Context: an optimization exercise on an open-source flow, tuned for small area. The choices shown serve that exercise and are no tape-out recipe.
Where RTL was checked, it was by simulation tests only, not by an equivalence proof against the original.
For run 2, only the layout was checked, not whether the RTL still works.
Power and IR drop assume default switching activity. No driver is modelled on the clock port, so clocking that relies on it looks cheaper here than on a real chip.

File: flow/flow/run.sh
#!/bin/bash
set -e
export BUFFER_PORTS_ARGS="-buffer_cell sky130_fd_sc_hd__buf_1"
export CTS_ARGS="-sink_clustering_enable -repair_clock_nets -dont_use_dummy_load -buf_list sky130_fd_sc_hd__clkbuf_16 -sink_clustering_size 33 -sink_clustering_max_diameter 100"
bash standard.sh finish > standard.log 2>&1
File: flow/standard.sh
#!/bin/bash
# synth_recipe.tcl (not shown) runs the flow's synth.tcl, then flattens the netlist and writes it again
# the make line also repeats each setting of config.mk as NAME=value (left out here)
make -C /OpenROAD-flow-scripts/flow DESIGN_CONFIG=/design/flow/config.mk WORK_HOME=/design/flow/orfs CLKGATE_MAP_FILE= SYNTH_SCRIPT=/design/flow/synth_recipe.tcl "${@:-finish}"
File: flow/config.mk
export PLATFORM = sky130hd
export DESIGN_NAME = axil_mem_core
export DESIGN_NICKNAME = axil_mem_core
export VERILOG_FILES = /design/flow/design.v
export SDC_FILE = /design/flow/constraint.sdc
export NUM_CORES = 4
export LEC_CHECK = 0
export CAP_MARGIN = 0
export CORE_MARGIN = 2
export CORE_UTILIZATION = 60
export CTS_BUF_LIST = sky130_fd_sc_hd__clkbuf_16
export CTS_CLUSTER_DIAMETER = 100
export CTS_CLUSTER_SIZE = 33
export PLACE_DENSITY = 0.75
export SLEW_MARGIN = 0
export SYNTH_HIERARCHICAL = 1
export SYNTH_MINIMUM_KEEP_SIZE = 0
File: flow/constraint.sdc
create_clock -name core_clock -period 5.0 [get_ports {clk}]
set_input_delay 1.0000 -clock core_clock [delete_from_list [all_inputs] [get_ports {clk}]]
set_output_delay 1.0000 -clock core_clock [all_outputs]
set_load 0.01 [all_outputs]
File: flow/design.v
package axil_mem_pkg;
    typedef enum logic [1:0] {
        RESP_OKAY   = 2'b00,
        RESP_SLVERR = 2'b10,
        RESP_DECERR = 2'b11
    } resp_t;
    localparam logic [7:0] ERR_CNT_MAX = 8'hFF;
    function automatic logic [7:0] err_sat_add(input logic [7:0] cnt, input logic [1:0] inc);
        logic [8:0] sum;
        sum = {1'b0, cnt} + {7'b0, inc};
        err_sat_add = sum[8] ? ERR_CNT_MAX : sum[7:0];
    endfunction
endpackage
module axil_mem_core
#(
    parameter int DATA_WIDTH   = 32,
    parameter int DATA_DEPTH   = 64,
    parameter int ADDR_WIDTH   = 8,
    parameter int RO_LIMIT     = 10,
    parameter int READ_LATENCY = 2
) (
    input  logic                    clk,
    input  logic                    resetn,
    input  logic                    WEN,
    input  logic [ADDR_WIDTH-1:0]   AWADDR,
    input  logic [DATA_WIDTH/8-1:0] WSTRB,
    input  logic [DATA_WIDTH-1:0]   WDATA,
    output logic [1:0]              WRESP,
    output logic                    WDONE,
    input  logic                    REN,
    input  logic [ADDR_WIDTH-1:0]   ARADDR,
    output logic [DATA_WIDTH-1:0]   RDATA,
    output logic [1:0]              RRESP,
    output logic                    RDONE,
    output logic [7:0]              ERR_CNT
);
    localparam int NBYTES = DATA_WIDTH / 8;
    localparam int IDX_W  = (DATA_DEPTH > 1) ? $clog2(DATA_DEPTH) : 1;
    logic [DATA_WIDTH-1:0] mem [RO_LIMIT:DATA_DEPTH-1];
    logic w_dec, w_slv;
    assign w_dec = 32'(AWADDR) >= 32'(DATA_DEPTH);
    assign w_slv = 32'(AWADDR) <  32'(RO_LIMIT);
    genvar gi;
    generate
        for (gi = RO_LIMIT; gi < DATA_DEPTH; gi++) begin : g_word
            for (genvar gb = 0; gb < NBYTES; gb++) begin : g_byte
                always_ff @(posedge clk) begin
                    if (WEN && (32'(AWADDR) == gi) && WSTRB[gb]) begin
                        mem[gi][gb*8 +: 8] <= WDATA[gb*8 +: 8];
                    end
                end
            end
        end
    endgenerate
    localparam int NWR  = DATA_DEPTH - RO_LIMIT;
    localparam int NGRP = (NWR + 2) / 3;
    logic [3*NGRP-1:0]     rsel;
    logic [DATA_WIDTH-1:0] ro_dat;
    logic                  rd_dec;
    logic [IDX_W-1:0]      ra_idx;
    assign ra_idx = ARADDR[IDX_W-1:0];
    always_comb begin
        rsel   = '0;
        ro_dat = '0;
        for (int i = RO_LIMIT; i < DATA_DEPTH; i++) begin
            rsel[i-RO_LIMIT] = (32'(ra_idx) == i);
        end
        for (int i = 0; i < RO_LIMIT; i++) begin
            if (32'(ra_idx) == i) ro_dat = DATA_WIDTH'(RO_LIMIT - i);
        end
        rd_dec = 32'(ARADDR) >= 32'(DATA_DEPTH);
    end
    logic [DATA_WIDTH-1:0] rd_dat_n;
    generate
        for (genvar gb = 0; gb < DATA_WIDTH; gb++) begin : g_rbit
            logic [NGRP-1:0]  grp_n;
            logic [3*NGRP-1:0] wd;
            for (genvar gw = 0; gw < 3*NGRP; gw++) begin : g_wd
                if (gw < NWR) begin : g_real
                    assign wd[gw] = mem[gw+RO_LIMIT][gb];
                end else begin : g_pad
                    assign wd[gw] = 1'b0;
                end
            end
            for (genvar gg = 0; gg < NGRP; gg++) begin : g_grp
                axil_mem_aoi3 u_aoi (
                    .a (wd[3*gg +: 3]),
                    .s (rsel[3*gg +: 3]),
                    .y (grp_n[gg])
                );
            end
            if (gb < $clog2(RO_LIMIT + 1)) begin : g_ro
                axil_mem_andn #(.N(NGRP + 1)) u_or (
                    .a  ({~ro_dat[gb], grp_n}),
                    .y  (rd_dat_n[gb])
                );
            end else begin : g_rw
                axil_mem_andn #(.N(NGRP)) u_or (
                    .a  (grp_n),
                    .y  (rd_dat_n[gb])
                );
            end
        end
    endgenerate
    logic                  vld0, vld1;
    logic [DATA_WIDTH-1:0] dat0_n, dat1_n;
    logic                  dec0, dec1;
    always_ff @(posedge clk) begin
        dat0_n <= rd_dat_n;
        dec0   <= rd_dec;
    end
    always_ff @(posedge clk) begin
        if (vld0) dat1_n <= dat0_n;
    end
    always_ff @(posedge clk or negedge resetn) begin
        if (!resetn) begin
            vld0 <= 1'b0;
            vld1 <= 1'b0;
            dec1 <= 1'b1;
        end else begin
            vld0 <= REN;
            vld1 <= vld0;
            if (vld0) begin
                dec1 <= dec0;
            end
        end
    end
    assign RDONE = vld1;
    assign RRESP = {dec1, dec1};
    assign RDATA = ~(dat1_n | {DATA_WIDTH{dec1}});
    always_ff @(posedge clk or negedge resetn) begin
        if (!resetn) begin
            WDONE <= 1'b0;
            WRESP <= axil_mem_pkg::RESP_DECERR;
        end else begin
            WDONE <= WEN;
            if (WEN) begin
                WRESP <= {w_dec | w_slv, w_dec};
            end
        end
    end
    logic [1:0] err_inc;
    assign err_inc = {1'b0, WDONE & WRESP[1]} + {1'b0, RDONE & dec1};
    always_ff @(posedge clk or negedge resetn) begin
        if (!resetn) begin
            ERR_CNT <= '0;
        end else begin
            ERR_CNT <= axil_mem_pkg::err_sat_add(ERR_CNT, err_inc);
        end
    end
endmodule
module axil_mem_aoi3 (
    input  logic [2:0] a,
    input  logic [2:0] s,
    output logic       y
);
    assign y = ~|(a & s);
endmodule
module axil_mem_andn #(
    parameter int N = 18
) (
    input  logic [N-1:0] a,
    output logic         y
);
    logic [3:0] h;
    logic       z;
    for (genvar k = 0; k < 4; k++) begin : g_nand
        axil_mem_nand4 u_nand (.a(a[4*k +: 4]), .y(h[k]));
    end
    if (N <= 18) begin : g_n2
        logic [1:0] zz;
        axil_mem_nor2 u_nor0 (.a(h[1:0]), .y(zz[0]));
        axil_mem_nor2 u_nor1 (.a(h[3:2]), .y(zz[1]));
        axil_mem_andw #(.W(N - 14)) u_and (.a({a[N-1:16], zz}), .y(y));
    end else begin : g_n4
        axil_mem_nor4 u_nor (.a(h), .y(z));
        axil_mem_andw #(.W(N - 15)) u_and (.a({a[N-1:16], z}), .y(y));
    end
endmodule
module axil_mem_nand4 (
    input  logic [3:0] a,
    output logic       y
);
    assign y = ~&a;
endmodule
module axil_mem_nor2 (
    input  logic [1:0] a,
    output logic       y
);
    assign y = ~|a;
endmodule
module axil_mem_nor4 (
    input  logic [3:0] a,
    output logic       y
);
    assign y = ~|a;
endmodule
module axil_mem_andw #(
    parameter int W = 3
) (
    input  logic [W-1:0] a,
    output logic         y
);
    assign y = &a;
endmodule
==> results of run 1 <==
## stage by stage
step | setup slack, ns | hold WS, ns
CTS | 1.61 | 0.309
detailed placement | 0.965 | 0.396
finish | 1.55 | 0.314
global route | 1.50 | 0.367
global placement | 1.13 | 0.399
floorplan | 1.77 | 0.386
## Yosys stat by module (local to each module, per instance), a selection
module	area (sq um)	flip-flops and latches	copies in the design
axil_mem_nor2	3.75	0	56
axil_mem_nor4	12.5	0	4
axil_mem_core	55900	1807	1
axil_mem_aoi3	10.0	0	576
axil_mem_nand4	6.26	0	128
## report_power, final
group	internal (W)	switching (W)
Combinational	0.000193	0.000637
Sequential	0.0167	0.000118
Clock	0.00217	0.00401
Total	0.0191	0.00477
## logic make-up after synthesis
kind of cell,count (synthesis),synth area share
flops,1807,0.855
xor+xnor,3,0.000417
buf+inv,45,0.00351
simple gates,622,0.0483
mux,2,0.000357
fa+ha+maj,2,0.000516
compound gates,585,0.0922
## metal layers
metal | part of all wire | vias up | wire length [um] | track usage
met2 | 0.46 | 2968 | 76100 | 0.469
met1 | 0.34 | 17541 | 55600 | 0.426
met3 | 0.15 | 383 | 24500 | 0.0631
met5 | 0.00056 | - | 91 | 0
li1 | - | 14118 | - | -
met4 | 0.045 | 10 | 7410 | 0.113
## worst reg2reg max path, cell delays in order, from the launching register on
cell and delay [ns]:
dfstp_2 1.12, nand2_1 0.15, fa_1 0.44, inv_1 0.07, ha_1 0.20, and2_1 0.19
nand4_1 0.11, mux2_2 0.29
## cell usage after synthesis, drive strengths merged (2+ instances only)
cell / count
nor2b: 5
mux2: 2
and4: 33
inv: 2
a222oi: 576
and2: 2
and3b: 3
clkbuf: 12
nand2: 33
buf: 31
nand3: 25
dfstp: 3
nor2: 368
dfxtp: 33
a31oi: 2
a21oi: 2
edfxtp: 1760
dfrtp: 11
nand4: 133
or2: 2
o21ai: 5
nand2b: 4
nor4: 4
xor2: 2
and2b: 4
or3: 2
## worst min path at each step
stage,end,cells after the start
6_report,vld1,1
5_1_grt,ERR_CNT[2],1
4_1_cts,vld0,1
3_5_place_dp,dat1_n[2],0
3_3_place_gp,dat1_n[11],0
2_1_floorplan,dat1_n[0],0
## flip-flops by register name, indices dropped and copies added (netlist names)
register,cells
dat1_n,32
mem,1728
WDONE,1
WRESP,2
dec0,1
dat0_n,32
ERR_CNT,8
vld1,1
vld0,1
dec1,1
## final cells by class
| class | count | area (sq um) | area share |
|---|---|---|---|
| multi-input combinational | 1214 | 9070 | 0.135 |
| timing repair buffer | 192 | 1100 | 0.0164 |
| inverter | 2 | 7.51 | 0.000112 |
| tap | 1380 | 1730 | 0.0257 |
| sequential | 1807 | 53900 | 0.801 |
| antenna | 5 | 12.5 | 0.000186 |
| clock buffer | 60 | 1500 | 0.0223 |
==> results.cfg, run 1 <==
[critical_path]
crit_chain = nor2_1, buf_1
critPathLaunch = dec1
cp-end-kind = primary output
critPathCapture = RDATA[1]
cp.required_ns = 4.00
path_depth = 2
critPathKind = reg -> out
path_buf_inv = 1
slowest_delay_ns = 1.12
r2r_cells = 7
slowest_stage = dfstp_2
cp.arrival_ns = 2.45
reg2reg_slack_ns = 2.33
rr_startpoint = dec1
crit_fanout = 36
startpoint_type = flip-flop
crit_family = flip-flops
r2r-end = ERR_CNT[6]

[floorplan]
ios = 102
die_x_um = 328
rows = 118
die_h_um = 328
start_util = 0.607
core_area_sq_mm = 0.104
dieArea_sq_mm = 0.108

[clocking]
root_buffer = clkbuf_16
cts_resized = 0
clk_pin_slew_ns = 0.12
cts_buffer_depth = 3
cts_setup_buffers = 0
clk_latency_ns = 0.74
numCtsBuffers = 60
cts_htree_levels = 2
cts_tree = yes
cts_hold_buffers = 0
clkSinkCount = 1807

[synthesis]
synthTopCellsByArea = edfxtp_1 84%, a222oi_1 9.1%, nor2_1 2.2%, nand4_1 1.3%, dfxtp_1 1.0%
async_flop_share = 0.00775
synth_top_area_cell = edfxtp_1
synth.distinct_cells = 39
ys.flop_type = edfxtp_1
netlist_instances = 3066
yosys_warnings = 8
avgSynthCellArea_sq_um = 20.6
synth_edf_count = 1760
synth_top_cell_area_share = 0.839
synth_nets = 3124
ys_ff_latch = 1807
ys_seq_area_frac = 0.855
synth_area_sq_mm = 0.0630

[pwr]
p_leak_nw = 19.9
power_density_mw_per_mm2 = 355
power_w = 0.0239
vdd_ir_drop_max_mv = 0.328

[status]
status = finished clean

[cells_and_area]
nFillCells = 6638
area_delta_synth_final_pct = 6.77
stdcell_area_sq_mm = 0.0673
drive_above_1_share = 0.0803
final_cell_mix = 1760 x edfxtp_1, 576 x a222oi_1, 313 x nor2_1
mostFrequentLayoutCell = edfxtp_1
nets = 3335
final_util = 0.648
final_cells = 4660

[min_path]
hp-class = in -> async

[route]
first_iter_violations = 8739
routed_via_density = 7.52
drtPass1Iterations = 15
vias = 35020
post_drt_wl_per_cell_um = 35.1
drt-total-wl_mm = 164
drcViolationCount = 0
ant_nets = 0

[global_route]
grtUsageTotal = 0.301
antenna_found_initial = 8
grt_start_max_net_pins = 55
grt_pass1_vias = 33654
grt_overflow = 0
grt_pass1_wl_mm = 233

[sta]
finalClockSkew_ns = 0.0389
hold_viol_final = 0
max_freq_mhz = 290
maxSlewHeadroom = 0.0776
tightestPinTransition_ns = 1.38
finalCritPeriodShare = 0.689
setup_violations = 0
fin_setup_tns_ns = 0
slew_violations = 0
timing.final.crit_period_ns = 3.45
rsz0062_at_grt = false

[place]
hpwl_mm = 105
place_area_sq_mm = 0.0658
portBuffers = 101
gp_congestion = 0.949
dp_cells = 4595

[run]
cap_viol_max_count = 0
==> run 2, diff against run 1 <==
==> flow/design.v (replaced) <==
package axil_mem_pkg;
    typedef enum logic [1:0] {
        RESP_OKAY   = 2'b00,
        RESP_SLVERR = 2'b10,
        RESP_DECERR = 2'b11
    } resp_t;
    localparam logic [7:0] ERR_CNT_MAX = 8'hFF;
    function automatic logic [7:0] err_sat_add(input logic [7:0] cnt, input logic [1:0] inc);
        logic [8:0] sum;
        sum = {1'b0, cnt} + {7'b0, inc};
        err_sat_add = sum[8] ? ERR_CNT_MAX : sum[7:0];
    endfunction
endpackage
module axil_mem_core
#(
    parameter int DATA_WIDTH   = 32,
    parameter int DATA_DEPTH   = 64,
    parameter int ADDR_WIDTH   = 8,
    parameter int RO_LIMIT     = 10,
    parameter int READ_LATENCY = 2
) (
    input  logic                    clk,
    input  logic                    resetn,
    input  logic                    WEN,
    input  logic [ADDR_WIDTH-1:0]   AWADDR,
    input  logic [DATA_WIDTH/8-1:0] WSTRB,
    input  logic [DATA_WIDTH-1:0]   WDATA,
    output logic [1:0]              WRESP,
    output logic                    WDONE,
    input  logic                    REN,
    input  logic [ADDR_WIDTH-1:0]   ARADDR,
    output logic [DATA_WIDTH-1:0]   RDATA,
    output logic [1:0]              RRESP,
    output logic                    RDONE,
    output logic [7:0]              ERR_CNT
);
    localparam int NBYTES = DATA_WIDTH / 8;
    logic [DATA_WIDTH-1:0] mem [RO_LIMIT:DATA_DEPTH-1];
    logic w_dec, w_slv;
    assign w_dec = 32'(AWADDR) >= 32'(DATA_DEPTH);
    assign w_slv = 32'(AWADDR) <  32'(RO_LIMIT);
    genvar gi;
    generate
        for (gi = RO_LIMIT; gi < DATA_DEPTH; gi++) begin : g_word
            for (genvar gb = 0; gb < NBYTES; gb++) begin : g_byte
                always_ff @(posedge clk) begin
                    if (WEN && (32'(AWADDR) == gi) && WSTRB[gb]) begin
                        mem[gi][gb*8 +: 8] <= WDATA[gb*8 +: 8];
                    end
                end
            end
        end
    endgenerate
    logic [DATA_WIDTH-1:0] rd_dat;
    logic                  rd_dec;
    always_comb begin
        rd_dat = '0;
        for (int i = RO_LIMIT; i < DATA_DEPTH; i++) begin
            if (32'(ARADDR) == i) rd_dat = rd_dat | mem[i];
        end
        for (int i = 0; i < RO_LIMIT; i++) begin
            if (32'(ARADDR) == i) rd_dat = rd_dat | DATA_WIDTH'(RO_LIMIT - i);
        end
        rd_dec = 32'(ARADDR) >= 32'(DATA_DEPTH);
    end
    logic                  vld0, vld1, seen;
    logic [DATA_WIDTH-1:0] dat0_n, dat1_n;
    logic                  dec0, dec1;
    always_ff @(posedge clk) begin
        dat0_n <= ~rd_dat;
        dec0   <= rd_dec;
    end
    always_ff @(posedge clk) begin
        if (vld0) dat1_n <= dat0_n;
    end
    always_ff @(posedge clk or negedge resetn) begin
        if (!resetn) begin
            vld0 <= 1'b0;
            vld1 <= 1'b0;
            seen <= 1'b0;
            dec1 <= 1'b1;
        end else begin
            vld0 <= REN;
            vld1 <= vld0;
            if (vld0) begin
                seen <= 1'b1;
                dec1 <= dec0;
            end
        end
    end
    assign RDONE = vld1;
    assign RRESP = {dec1, dec1};
    assign RDATA = ~dat1_n & {DATA_WIDTH{seen}};
    always_ff @(posedge clk or negedge resetn) begin
        if (!resetn) begin
            WDONE <= 1'b0;
            WRESP <= axil_mem_pkg::RESP_DECERR;
        end else begin
            WDONE <= WEN;
            if (WEN) begin
                WRESP <= {w_dec | w_slv, w_dec};
            end
        end
    end
    logic [1:0] err_inc;
    assign err_inc = {1'b0, WDONE & WRESP[1]} + {1'b0, RDONE & dec1};
    always_ff @(posedge clk or negedge resetn) begin
        if (!resetn) begin
            ERR_CNT <= '0;
        end else begin
            ERR_CNT <= axil_mem_pkg::err_sat_add(ERR_CNT, err_inc);
        end
    end
endmodule
==> flow/run.sh (new file) <==
#!/bin/bash
# synth_recipe.tcl (not shown) runs the flow's synth.tcl, then flattens the netlist and writes it again
# the make line also repeats each setting of config.mk as NAME=value (left out here)
make -C /OpenROAD-flow-scripts/flow DESIGN_CONFIG=/design/flow/config.mk WORK_HOME=/design/flow/orfs CLKGATE_MAP_FILE= SYNTH_SCRIPT=/design/flow/synth_recipe.tcl finish
==> flow/config.mk (replaced) <==
export PLATFORM = sky130hd
export DESIGN_NAME = axil_mem_core
export DESIGN_NICKNAME = axil_mem_core
export VERILOG_FILES = /design/flow/design.v
export SDC_FILE = /design/flow/constraint.sdc
export NUM_CORES = 4
export LEC_CHECK = 0
export CAP_MARGIN = 20
export CORE_MARGIN = 2
export CORE_UTILIZATION = 45
export PLACE_DENSITY = 0.6
export SLEW_MARGIN = 20
removed: flow/flow/run.sh
removed: flow/standard.sh
==> run 2 against run 1 <==
Still clean on timing, DRC and antenna. Critical path depth increased by 3. First-iteration DRC count decreased by 5.9%. Die area increased by 42%. Clock skew decreased by 0.013 ns. Final cell count increased by 35%. Flip-flop and latch count increased by 1. Via count increased by 23%. Sequential power about the same. Synthesized cell count increased by 25%.
==> results.cfg, run 2 <==
[synthesis]
ys.flop_type = edfxtp_1
synth.distinct_cells = 72
avgSynthCellArea_sq_um = 17.6
yosysMostFrequentCell = edfxtp_1
yosys_warnings = 2
synth_edf_count = 1760
async_flop_share = 0.00830
synth_common_cells = 1760 x edfxtp_1, 581 x a22oi_1, 230 x and2_1, 121 x nand2_1, 116 x nor2_1
synth_top_area_cell = edfxtp_1
netlist_instances = 3830
synthTopCellsByArea = edfxtp_1 79%, a22oi_1 6.5%, and2_1 2.1%, a22o_1 1.0%, dfxtp_1 0.98%
synth_area_sq_mm = 0.0673
ys_ff_latch = 1808
ys_seq_area_frac = 0.801
synth_top_cell_area_share = 0.786
synth_nets = 3888

[critical_path]
rr_startpoint = mem[47][17]
critPathKind = in -> reg
cp.arrival_ns = 4.29
crit_family = simple AND/OR/NAND/NOR gates
r2r-end = dat0_n[17]
cp-end-kind = flip-flop
startpoint_type = primary input
crit_fanout = 9
slowest_stage = clkdlybuf4s50_1
reg2reg_slack_ns = 2.62
path_buf_inv = 1
slowest_delay_ns = 1.06
crit_chain = clkdlybuf4s50_1, and3b_1, nand2_1, nor2_1, and2_1
r2r_cells = 5
cp.required_ns = 5.44

[global_route]
grt_pass1_vias = 40174
grtUsageTotal = 0.351
grt_start_max_net_pins = 55
grt_overflow = 0
grt_pass1_wl_mm = 356
antenna_found_initial = 22

[route]
vias = 43225
routed_via_density = 6.87
drt-total-wl_mm = 270
first_iter_violations = 8227
drtPass1Iterations = 8
post_drt_wl_per_cell_um = 42.9
ant_nets = 0
drcViolationCount = 0

[cells_and_area]
nets = 4261
largest_reg_flops = 1728
drive_above_1_share = 0.163
stdcell_area_sq_mm = 0.0784
final_util = 0.530
mostFrequentLayoutCell = edfxtp_1
reg_top3 = mem: 1728 flops, dat0_n: 32 flops, dat1_n: 32 flops
largest_register = mem
final_cell_mix = 1760 x edfxtp_1, 581 x a22oi_1, 305 x buf_4
area_delta_synth_final_pct = 16.6

[sta]
slew_violations = 0
max_freq_mhz = 260
maxSlewHeadroom = 0.190
timing.final.crit_period_ns = 3.85
finalCritPeriodShare = 0.770
rsz0062_at_grt = false
fin_setup_tns_ns = 0
tightestPinTransition_ns = 1.21
finalClockSkew_ns = 0.0257
hold_viol_final = 0
setup_violations = 0

[clocking]
cts_setup_buffers = 0
clk_pin_slew_ns = 0.06
cts_hold_buffers = 0
cts_tree = yes
root_buffer = clkbuf_16
clkSinkCount = 1808
clk_latency_ns = 0.84
numCtsBuffers = 180
cts_resized = 0
cts_htree_levels = 4
cts_buffer_depth = 3

[pwr]
power_density_mw_per_mm2 = 399
power_w = 0.0313
p_leak_nw = 25.6
vdd_ir_drop_max_mv = 0.337

[min_path]
hold_start = dat0_n[19]
holdPathEnd = dat1_n[19]
worstHoldPathCells = 0
hp-class = reg -> reg

[floorplan]
die_x_um = 391
dieArea_sq_mm = 0.153
rows = 141
ios = 102
core_area_sq_mm = 0.148
start_util = 0.454
die_h_um = 391

[place]
hpwl_mm = 175
gp_congestion = 0.989
portBuffers = 101
place_area_sq_mm = 0.0725

[status]
status = finished clean

[run]
cap_viol_max_count = 0
-- run 2: layer usage --
layer  vias up  wire (um)  track usage
li1      16521          -            -
met1     22075      97800        0.479
met2      3915     117000        0.510
met3       702      40300        0.108
met4        12      14700        0.171
met5         -        372       0.0140
-- run 2: how the worst max path moves through the flow --
stage | cells past startpoint | startpoint | endpoint
detailed placement | 8 | ARADDR[5] | dat0_n[26]
global route | 3 | seen | RDATA[10]
global placement | 8 | ARADDR[5] | dat0_n[26]
floorplan | 10 | ARADDR[7] | dat0_n[29]
finish | 5 | WEN | mem[57][23]
CTS | 3 | seen | RDATA[10]
-- run 2: area by class of cell --
class	instances	area, sq um
fill	11707	69600
sequential	1808	53900
multi-input combinational	1779	12500
clock buffer	237	4920
timing repair buffer	427	3650
tap	1930	2410
clock inverter	94	926
antenna	14	35.0
inverter	7	26.3
-- run 2: report_power, final --
part	switching, W	internal (W)
clock	0.00584	0.00776
sequential	0.0000634	0.0167
combinational	0.000669	0.000266
-- run 2: worst register-to-register path, stage by stage, from the launching register on --
cell,delay [ns]
edfxtp_1,0.36
a22oi_1,0.47
o22ai_1,0.23
a221o_1,0.36
or4_1,0.53
nor4_1,0.29
-- run 2: metrics by stage --
| stage | cells | worst slack, ns | hold slack, ns |
|---|---|---|---|
| after global routing | 6282 | 0.950 | 0.449 |
| after floorplan | 3830 | 2.03 | 0.386 |
| final | 6296 | 1.15 | 0.443 |
| after CTS | 6281 | 0.970 | 0.434 |
| after global placement | 5950 | 0.470 | 0.441 |
| after detailed placement | 5950 | 0.405 | 0.422 |
-- run 2: kinds of logic after synthesis --
logic type / count (synthesis) / share of synthesized area
xor gates and xnor gates: 3 / 0.000391
AOI/OAI and AO/OA: 901 / 0.105
DFF: 1808 / 0.801
buffers and inverters: 243 / 0.0173
and+or+nand+nor: 857 / 0.0736
adders and majority gates: 2 / 0.000484
muxes: 16 / 0.00240

## separate check: timing with driven ports
The results above use ideal ports. As a check the final layouts listed here were re-extracted and re-timed, cells and wires unchanged. Step 1: set_driving_cell puts a clkbuf_16 on clk and a buf_2 on each other input, an assumption about the parent block. Step 2 times the ports against the registers' clock, not the clock port: input delays grow and output delays shrink by t, the midpoint of the rising clock arrivals with the driver on. a / b / c = ideal ports / drivers / drivers and shift; a / b = the first two.
run | shift t [ns] | setup slack, ns | worst slew at a driven data input, ns
run 1 | 0.795 | 1.554 / 1.478 / 0.920 | 0.17
run 2 | 0.913 | 1.151 / 1.090 / 0.297 | 0.05
After both steps every run listed still meets setup and hold. For run 2, which loses most, drivers alone change the setup slack by -0.061 ns; drivers and shift together by -0.854 ns.
